This design comes from an exercise in tuning for a short achievable clock period and few clock cycles per item on the open sky130 flow, not from production work.
The RTL was checked by simulation tests, not by an equivalence proof against the original design.
Power and IR drop assume default switching activity.

## armCore
module armCore (
  input  wire logic        clk,
  input  wire logic        rstN,
  output logic             wbCyc,
  output logic             wbStb,
  output logic [31:0]      wbAdr,
  input  wire logic [31:0] wbDatI,
  input  wire logic        wbAck,
  output logic             retireValid,
  output logic [3:0]       retireReg,
  output logic [31:0]      retireData,
  output logic [3:0]       flags
);
Size: roughly 3,400 cells after synthesis, about 830 flip-flops, roughly 110 I/O pins, about 0.038 mm^2 of cells after synthesis.
export LEC_CHECK = 0
export ABC_CLOCK_PERIOD_IN_PS = 2000
export CAP_MARGIN = 30
export CORE_MARGIN = 2
export CORE_UTILIZATION = 35
export SLEW_MARGIN = 30
create_clock -name core_clock -period 9.0 [get_ports {clk}]
standard.sh (not shown) runs the stock make flow with config.mk's settings and CLKGATE_MAP_FILE= SYNTH_SCRIPT=/design/flow/synth_recipe.tcl, a recipe that flattens the netlist after the stock synthesis.
==> flow/flow/run.sh <==
#!/bin/bash
set -euo pipefail
bash standard.sh SETUP_SLACK_MARGIN=${MARGIN:-6.2} finish > orfs_make.log 2>&1
The baseline completed with no timing, DRC or antenna violations.
Testbench counts at the start, summed over its fixed seeds: cycles 19,800, instrs 9,600.
Change:
CORE_UTILIZATION = 45   (was 35)
Effect: The changed run finished with timing, DRC and antenna clean; via count climbs by about 0.8%; worst setup slack gains 0.052 ns; count of clock-buffer cells in the layout went down by 10; global-route usage grows by 8.1 points.

* * *

old:
armCore, a different RTL version from the one above (not shown whole).
Size in the first run: about 3100 cells after synthesis, ~780 flip-flops, roughly 110 I/O pins, roughly 38000 um2 of cells after synthesis.
Settings: LEC_CHECK=0, ABC_CLOCK_PERIOD_IN_PS=2000, CAP_MARGIN=30, CORE_MARGIN=2, CORE_UTILIZATION=50, SETUP_SLACK_MARGIN=5, SLEW_MARGIN=30; clock period 9.0 ns.
run.sh (not shown) runs the stock make flow with config.mk's settings and CLKGATE_MAP_FILE= SYNTH_SCRIPT=/design/flow/synth_recipe.tcl, a recipe that flattens the netlist after the stock synthesis.
Stock flow here: none of the scripts above is used.
Testbench counts of old, summed over its fixed seeds: cycles 19,800, instrs 9,600.
Setup changes, old to new
Settings: SETUP_SLACK_MARGIN: 5 -> unset; CORE_UTILIZATION: 50 -> 45.
==> flow/flow/run.sh (new file) <==
#!/bin/bash
set -euo pipefail
bash standard.sh SETUP_SLACK_MARGIN=${MARGIN:-6.0} finish > orfs_make.log 2>&1
==> flow/standard.sh (new file) <==
#!/bin/bash
# synth_recipe.tcl (not shown) runs the flow's synth.tcl, then flattens the netlist and writes it again
# the make line also repeats each setting of config.mk as NAME=value (left out here)
make -C /OpenROAD-flow-scripts/flow DESIGN_CONFIG=/design/flow/config.mk WORK_HOME=/design/flow/orfs CLKGATE_MAP_FILE= SYNTH_SCRIPT=/design/flow/synth_recipe.tcl "${@:-finish}"
removed: flow/run.sh
==> comparison <==
- Taking old as the reference point, the depth of the worst register-to-register path of new falls by 1.
- Against old, new reports a area growth from synthesis to layout that is higher.
- Post-route minimum period was lower in the run labelled new.
- Of old and new, the lower portion of total power attributed to the clock network belongs to new.
- Delta (new minus old): total power went up by 0.00032 W; cell area after placement went up.

* * *

Another version of the RTL of armCore (not shown whole).
Size: about 3800 cells after synthesis, about 41000 um^2 of cells after synthesis.
// armCore
module armCore (
  input  wire logic        clk,
  input  wire logic        rstN,
  output logic             wbCyc,
  output logic             wbStb,
  output logic [31:0]      wbAdr,
  input  wire logic [31:0] wbDatI,
  input  wire logic        wbAck,
  output logic             retireValid,
  output logic [3:0]       retireReg,
  output logic [31:0]      retireData,
  output logic [3:0]       flags
);
  function automatic logic condOk(input logic [3:0] cc, input logic n, input logic z,
                                  input logic c, input logic v);
    case (cc)
      4'd0:  condOk = z;
      4'd1:  condOk = !z;
      4'd2:  condOk = c;
      4'd3:  condOk = !c;
      4'd4:  condOk = n;
      4'd5:  condOk = !n;
      4'd6:  condOk = v;
      4'd7:  condOk = !v;
      4'd8:  condOk = c && !z;
      4'd9:  condOk = !c || z;
      4'd10: condOk = n == v;
      4'd11: condOk = n != v;
      4'd12: condOk = !z && (n == v);
      4'd13: condOk = z || (n != v);
      4'd14: condOk = 1'b1;
      default: condOk = 1'b0;
    endcase
  endfunction
  function automatic logic [32:0] ksCarry(input logic [31:0] g, input logic [31:0] p,
                                          input logic ci);
    logic [31:0] gg;
    logic [31:0] pp;
    gg = g;
    pp = p;
    for (int d = 1; d < 32; d = d * 2)
      for (int i = 31; i >= d; i--)
      begin
        gg[i] = gg[i] | (pp[i] & gg[i-d]);
        pp[i] = pp[i] & pp[i-d];
      end
    ksCarry = {gg | (pp & {32{ci}}), ci};
  endfunction
  function automatic logic [32:0] ksAdd(input logic [31:0] a, input logic [31:0] b,
                                        input logic ci);
    logic [32:0] c;
    c = ksCarry(a & b, a ^ b, ci);
    ksAdd = {c[32], a ^ b ^ c[31:0]};
  endfunction
  function automatic logic sumZero(input logic [31:0] a, input logic [31:0] b,
                                   input logic ci);
    sumZero = &(~(a ^ b ^ {a[30:0] | b[30:0], ci}));
  endfunction
  logic        stbQ;
  logic        jwQ;       
  logic [31:0] adrQ;
  logic [31:0] adrInc;
  logic        fire;
  logic        potJ;
  assign fire   = stbQ & wbAck;
  assign adrInc = adrQ + 32'd4;
  logic [15:0] immW;
  logic [31:0] immF;
  logic        subF;
  ...
Settings: LEC_CHECK=0, ABC_CLOCK_PERIOD_IN_PS=1000, CAP_MARGIN=30, CORE_MARGIN=2, CORE_UTILIZATION=55, CTS_CLUSTER_DIAMETER=70, CTS_CLUSTER_SIZE=22, SLEW_MARGIN=30; clock period 9.0 ns.
standard.sh (not shown) runs the stock make flow with config.mk's settings and CLKGATE_MAP_FILE= SYNTH_SCRIPT=/design/flow/synth_recipe.tcl, a recipe that flattens the netlist after the stock synthesis.
==> flow/flow/run.sh <==
#!/bin/bash
set -euo pipefail
bash standard.sh SETUP_SLACK_MARGIN=${MARGIN:-6.35} finish > orfs_make.log 2>&1
Testbench counts at the start, summed over its fixed seeds: cycles 19,675, instrs 9,600.
==> next run, changes <==
==> flow/flow/run.sh (replaced) <==
#!/bin/bash
set -euo pipefail
bash standard.sh SETUP_SLACK_MARGIN=${MARGIN:-6.2} finish > orfs_make.log 2>&1
--- a/flow/config.mk
+++ b/flow/config.mk
@@ -7,8 +7,6 @@
 export LEC_CHECK = 0
-export ABC_CLOCK_PERIOD_IN_PS = 1000
+export ABC_CLOCK_PERIOD_IN_PS = 2800
 export CAP_MARGIN = 30
 export CORE_MARGIN = 2
-export CORE_UTILIZATION = 55
-export CTS_CLUSTER_DIAMETER = 70
-export CTS_CLUSTER_SIZE = 22
+export CORE_UTILIZATION = 50
 export SLEW_MARGIN = 30
- core utilization is lower by 11 points
- combinational power is lower by about 8%
- hold slack degrades by 0.011 ns
- fmax is higher by 1.3%
- wire length is lower by 11%
- final cell count is lower by 0.88%
- non-clock buffer count is lower by 216
- total power is higher by 14%
- worst setup slack improves by 0.040 ns
==> next run, changes <==
==> flow/flow/run.sh (replaced) <==
#!/bin/bash
set -euo pipefail
bash standard.sh SETUP_SLACK_MARGIN=${MARGIN:-6.35} finish > orfs_make.log 2>&1
--- a/flow/config.mk
+++ b/flow/config.mk
@@ -7,3 +7,3 @@
 export LEC_CHECK = 0
-export ABC_CLOCK_PERIOD_IN_PS = 2800
+export ABC_CLOCK_PERIOD_IN_PS = 1500
 export CAP_MARGIN = 30
@@ -11,2 +11,4 @@
 export CORE_UTILIZATION = 50
+export CTS_CLUSTER_DIAMETER = 70
+export CTS_CLUSTER_SIZE = 22
 export SLEW_MARGIN = 30
- The changed run completed with no timing, DRC or antenna violations
- critical path depth came out lower by 12
- worst setup slack gains 0.037 ns
- register-to-register slack gets better by 0.04 ns
- design area came out higher by a few percent
- clock-buffer cell count went down by 56
- global-route usage climbs by 3.2 points
- total power fell by roughly a tenth
- clock power goes down by a quarter to a third
- via count is higher by a few percent
- cell count went up slightly
- hold slack improved by 0.0055 ns
==> next run, changes <==
==> flow/flow/run.sh (replaced) <==
#!/bin/bash
set -euo pipefail
bash standard.sh SETUP_SLACK_MARGIN=${MARGIN:-6.2} finish > orfs_make.log 2>&1
--- a/flow/config.mk
+++ b/flow/config.mk
@@ -7,3 +7,3 @@
 export LEC_CHECK = 0
-export ABC_CLOCK_PERIOD_IN_PS = 1500
+export ABC_CLOCK_PERIOD_IN_PS = 2000
 export CAP_MARGIN = 30
@@ -11,4 +11,2 @@
 export CORE_UTILIZATION = 50
-export CTS_CLUSTER_DIAMETER = 70
-export CTS_CLUSTER_SIZE = 22
 export SLEW_MARGIN = 30
=> The new run completed with no timing, DRC or antenna violations. Via count goes down by 3.9%. Power goes up by 15%. Setup slack loses 0.037 ns. Cell count goes down by 1.7%. Utilization goes down by 3.2 points. Wire length goes down by 9.0%. Flip-flop and latch count does not change. Clock skew goes up by 0.016 ns. Cell area goes down by 4.6%. Die area does not change.
==> next run, changes <==
==> flow/flow/run.sh (replaced) <==
#!/bin/bash
set -euo pipefail
bash standard.sh SETUP_SLACK_MARGIN=${MARGIN:-6.35} finish > orfs_make.log 2>&1
--- a/flow/config.mk
+++ b/flow/config.mk
@@ -7,3 +7,3 @@
 export LEC_CHECK = 0
-export ABC_CLOCK_PERIOD_IN_PS = 2000
+export ABC_CLOCK_PERIOD_IN_PS = 1500
 export CAP_MARGIN = 30
Result:
- The changed run finished clean
- final area increases by about 9%
- critical path depth went down by 12
- clock-buffer cell count came out lower by 12

* * *

Another version of the RTL of armCore (not shown whole).
Size in the first run: ~760 flip-flops, roughly 40000 um2 of cells after synthesis.
make LEC_CHECK=0 ABC_CLOCK_PERIOD_IN_PS=2000 CAP_MARGIN=20 CORE_MARGIN=2 CORE_UTILIZATION=60 PLACE_DENSITY=0.75 SETUP_SLACK_MARGIN=5 SLEW_MARGIN=20 finish   # period 9.0 ns
run.sh (not shown) runs the stock make flow with config.mk's settings and CLKGATE_MAP_FILE= SYNTH_SCRIPT=/design/flow/synth_recipe.tcl, a recipe that flattens the netlist after the stock synthesis.
Stock flow here: none of the scripts above is used.
Testbench counts at the start, summed over its fixed seeds: cycles 19,800, instrs 9,600.
Change:
--- a/flow/config.mk
+++ b/flow/config.mk
@@ -7,7 +7,6 @@
 export LEC_CHECK = 0
-export ABC_CLOCK_PERIOD_IN_PS = 2000
+export ABC_CLOCK_PERIOD_IN_PS = 2500
 export CAP_MARGIN = 20
 export CORE_MARGIN = 2
-export CORE_UTILIZATION = 60
-export PLACE_DENSITY = 0.75
+export CORE_UTILIZATION = 40
 export SETUP_SLACK_MARGIN = 5
=> The changed run completed and failed the layout checks on capacitance limit, slew limit. Final cell count increases by 9.0%. Hold slack hardly moves. Clock power increases by 5.8%. Power increases by 2.9%. Design area increases by 2.6%. Synthesized area is unchanged.

* * *

RTL: one of the versions met above, not the one the previous note started from.
Size in the first run: about 890 flip-flops, about 41000 um^2 of cells after synthesis.
export LEC_CHECK = 0
export ABC_CLOCK_PERIOD_IN_PS = 1500
export CAP_MARGIN = 30
export CORE_MARGIN = 2
export CORE_UTILIZATION = 50
export CTS_CLUSTER_DIAMETER = 70
export CTS_CLUSTER_SIZE = 22
export SLEW_MARGIN = 30
create_clock -name core_clock -period 9.0 [get_ports {clk}]
standard.sh (not shown) runs the stock make flow with config.mk's settings and CLKGATE_MAP_FILE= SYNTH_SCRIPT=/design/flow/synth_recipe.tcl, a recipe that flattens the netlist after the stock synthesis.
==> flow/flow/run.sh <==
#!/bin/bash
set -euo pipefail
bash standard.sh SETUP_SLACK_MARGIN=${MARGIN:-6.35} SKIP_GATE_CLONING=1 finish > orfs_make.log 2>&1
Testbench counts at the start, summed over its fixed seeds: cycles 19,675, instrs 9,600.
Edit:
==> flow/flow/run.sh (replaced) <==
#!/bin/bash
set -euo pipefail
bash standard.sh SETUP_SLACK_MARGIN=${MARGIN:-6.5} finish > orfs_make.log 2>&1
After rerunning: The changed run completed without violations; total power barely changes; utilization increases by 0.31 points; design area climbs by 0.42%; first-iteration DRC count came out lower by 3.8%.

* * *

Another version of the RTL of armCore (not shown whole).
For scale: ~3700 cells after synthesis, roughly 890 flip-flops, ~110 I/O pins, ~0.040 mm^2 of cells after synthesis.
export LEC_CHECK = 0
export ABC_CLOCK_PERIOD_IN_PS = 1500
export CAP_MARGIN = 30
export CORE_MARGIN = 2
export CORE_UTILIZATION = 50
export SLEW_MARGIN = 30
create_clock -name core_clock -period 9.0 [get_ports {clk}]
==> flow/flow/run.sh <==
#!/bin/bash
set -euo pipefail
bash standard.sh SETUP_SLACK_MARGIN=${MARGIN:-6.35} finish > orfs_make.log 2>&1
The first run finished with timing, DRC and antenna clean.
Testbench counts at the start, summed over its fixed seeds: cycles 19,621, instrs 9,600.
==> next run, changes <==
Settings changed: CTS_CLUSTER_DIAMETER from default to 70, CTS_CLUSTER_SIZE from default to 22.
The changed run completed without violations.
Die area stays the same.
Worst hold slack loses 9.0 ps.
Clock-buffer cell count went down by 47.
Routed wire length went up by 2.5%.

* * *

armCore, a different RTL version from the one above (not shown whole).
Size: roughly 3700 cells after synthesis, roughly 890 flip-flops.
Design armCore, start of the top module:
module armCore (
  input  wire logic        clk,
  input  wire logic        rstN,
  output logic             wbCyc,
  output logic             wbStb,
  output logic [31:0]      wbAdr,
  input  wire logic [31:0] wbDatI,
  input  wire logic        wbAck,
  output logic             retireValid,
  output logic [3:0]       retireReg,
  output logic [31:0]      retireData,
  output logic [3:0]       flags
);
  function automatic logic condOk(input logic [3:0] cc, input logic n, input logic z,
                                  input logic c, input logic v);
    case (cc)
      4'd0:  condOk = z;
      4'd1:  condOk = !z;
      4'd2:  condOk = c;
      4'd3:  condOk = !c;
      4'd4:  condOk = n;
      4'd5:  condOk = !n;
      4'd6:  condOk = v;
      4'd7:  condOk = !v;
      4'd8:  condOk = c && !z;
      4'd9:  condOk = !c || z;
      4'd10: condOk = n == v;
      4'd11: condOk = n != v;
      4'd12: condOk = !z && (n == v);
      4'd13: condOk = z || (n != v);
      4'd14: condOk = 1'b1;
      default: condOk = 1'b0;
    endcase
  endfunction
  function automatic logic [32:0] ksCarry(input logic [31:0] g, input logic [31:0] p,
                                          input logic ci);
    logic [31:0] gg;
    logic [31:0] pp;
    gg = g;
    pp = p;
    for (int d = 1; d < 32; d = d * 2)
      for (int i = 31; i >= d; i--)
      begin
        gg[i] = gg[i] | (pp[i] & gg[i-d]);
        pp[i] = pp[i] & pp[i-d];
      end
    ksCarry = {gg | (pp & {32{ci}}), ci};
  endfunction
  function automatic logic [32:0] ksAdd(input logic [31:0] a, input logic [31:0] b,
                                        input logic ci);
    logic [32:0] c;
    c = ksCarry(a & b, a ^ b, ci);
    ksAdd = {c[32], a ^ b ^ c[31:0]};
  endfunction
  function automatic logic sumZero(input logic [31:0] a, input logic [31:0] b,
                                   input logic ci);
    sumZero = &(~(a ^ b ^ {a[30:0] | b[30:0], ci}));
  endfunction
  logic        stbQ;
  logic        jwQ;       
  logic [31:0] adrQ;
  ...
export LEC_CHECK = 0
export ABC_CLOCK_PERIOD_IN_PS = 2000
export CAP_MARGIN = 30
export CORE_MARGIN = 2
export CORE_UTILIZATION = 55
export SLEW_MARGIN = 30
create_clock -name core_clock -period 9.0 [get_ports {clk}]
==> flow/flow/run.sh <==
#!/bin/bash
set -euo pipefail
bash standard.sh SETUP_SLACK_MARGIN=${MARGIN:-6.2} finish > orfs_make.log 2>&1
The baseline went through all stages and came out clean.
Testbench counts at the start, summed over its fixed seeds: cycles 19,824, instrs 9,600.
Then changed:
- CORE_UTILIZATION: 55 -> 45
After rerunning: The new run produced a clean layout. Wire length goes down by 1.0%. Combinational power barely changes. Design area hardly moves. Global-route usage drops by 7.1 points. Fmax barely changes. Clock skew drops by 0.033 ns. Worst hold slack barely changes. Core utilization is lower by 14 points. Setup slack stays flat.

* * *

## before
Another version of the RTL of armCore (not shown whole).
Size in the first run: roughly 3600 cells after synthesis, roughly 110 I/O pins, about 41000 um^2 of cells after synthesis.
Settings: LEC_CHECK=0, ABC_CLOCK_PERIOD_IN_PS=1500, CAP_MARGIN=30, CORE_MARGIN=2, CORE_UTILIZATION=50, CTS_CLUSTER_DIAMETER=70, CTS_CLUSTER_SIZE=22, SLEW_MARGIN=30; clock period 9.0 ns.
==> flow/flow/run.sh <==
#!/bin/bash
set -euo pipefail
bash standard.sh SETUP_SLACK_MARGIN=${MARGIN:-6.35} finish > orfs_make.log 2>&1
Testbench counts of before, summed over its fixed seeds: cycles 19,675, instrs 9,600.
Changes in after relative to before:
- removing CTS_CLUSTER_DIAMETER (formerly 70)
- removing CTS_CLUSTER_SIZE (formerly 22)
Notes after the runs:
The maximum fanout count along the critical path number comes out higher for before vs after. From before to after the numbers moved as follows: final area moved up; non-clock buffer count moved up. before → after: total of cells resized after clock tree synthesis higher, total wire length went up by about 3%. The global-route wire length before repair in after sits 2.9% above the value recorded for before.

==> re-timing with driven ports <==
Ports are ideal in the flow. The routed layouts listed here were re-timed in OpenROAD.
Step 1 (the two cells are an assumption about what drives the block):
set clk [get_ports {clk}]
set_driving_cell -lib_cell sky130_fd_sc_hd__clkbuf_16 $clk
set_driving_cell -lib_cell sky130_fd_sc_hd__buf_2 [delete_from_list [all_inputs] $clk]
Step 2 times the ports against the registers' clock, not the clock port: input delays grow and output delays shrink by t, the midpoint of the rising clock arrivals with the driver on.
Three values: ideal, step 1, step 2; two values: the first two.
| run | t (ns) | setup slack, ns | worst setup path at the end | clock arrival spread, ns |
|---|---|---|---|---|
| the first run of note 1 | 0.730 | 5.858 / 5.821 / 5.438 | input to register | 0.044 / 0.044 |
| the second run of note 1 | 0.733 | 5.910 / 5.845 / 5.528 | input to register | 0.094 / 0.094 |
| old | 0.706 | 5.061 / 5.061 / 4.437 | input to register | 0.033 / 0.033 |
| new | 0.697 | 5.359 / 5.359 / 5.045 | input to register | 0.039 / 0.039 |
| the first run of note 3 | 0.750 | 5.946 / 5.907 / 5.542 | input to register | 0.080 / 0.080 |
| the second run of note 3 | 0.740 | 5.986 / 5.928 / 5.490 | input to register | 0.086 / 0.086 |
| the third run of note 3 | 0.711 | 6.023 / 5.953 / 5.556 | input to register | 0.071 / 0.071 |
| the fourth run of note 3 | 0.740 | 5.986 / 5.928 / 5.490 | input to register | 0.086 / 0.086 |
| the fifth run of note 3 | 0.739 | 5.984 / 5.910 / 5.515 | input to register | 0.074 / 0.074 |
| the first run of note 4 | 0.709 | 4.986 / 4.986 / 4.585 | input to register | 0.030 / 0.030 |
| the second run of note 4 | 0.710 | 4.951 / 4.951 / 4.630 | input to register | 0.020 / 0.020 |
| the first run of note 5 | 0.717 | 6.006 / 5.937 / 5.580 | input to register | 0.076 / 0.076 |
| the second run of note 5 | 0.760 | 5.948 / 5.894 / 5.591 | input to register | 0.063 / 0.063 |
| the first run of note 6 | 0.742 | 5.875 / 5.875 / 5.371 | input to register | 0.098 / 0.098 |
| the second run of note 6 | 0.737 | 5.878 / 5.878 / 5.375 | input to register | 0.072 / 0.072 |
| the first run of note 7 | 0.735 | 5.953 / 5.918 / 5.452 | input to register | 0.060 / 0.060 |
| the second run of note 7 | 0.740 | 5.955 / 5.895 / 5.251 | input to register | 0.030 / 0.030 |
| before | 0.710 | 5.934 / 5.934 / 5.478 | input to register | 0.073 / 0.073 |
| after | 0.740 | 5.884 / 5.884 / 5.499 | input to register | 0.072 / 0.072 |
The setup slack of the second run of note 7, which loses most, moves by -0.060 ns with the drivers and by -0.704 ns with both steps.
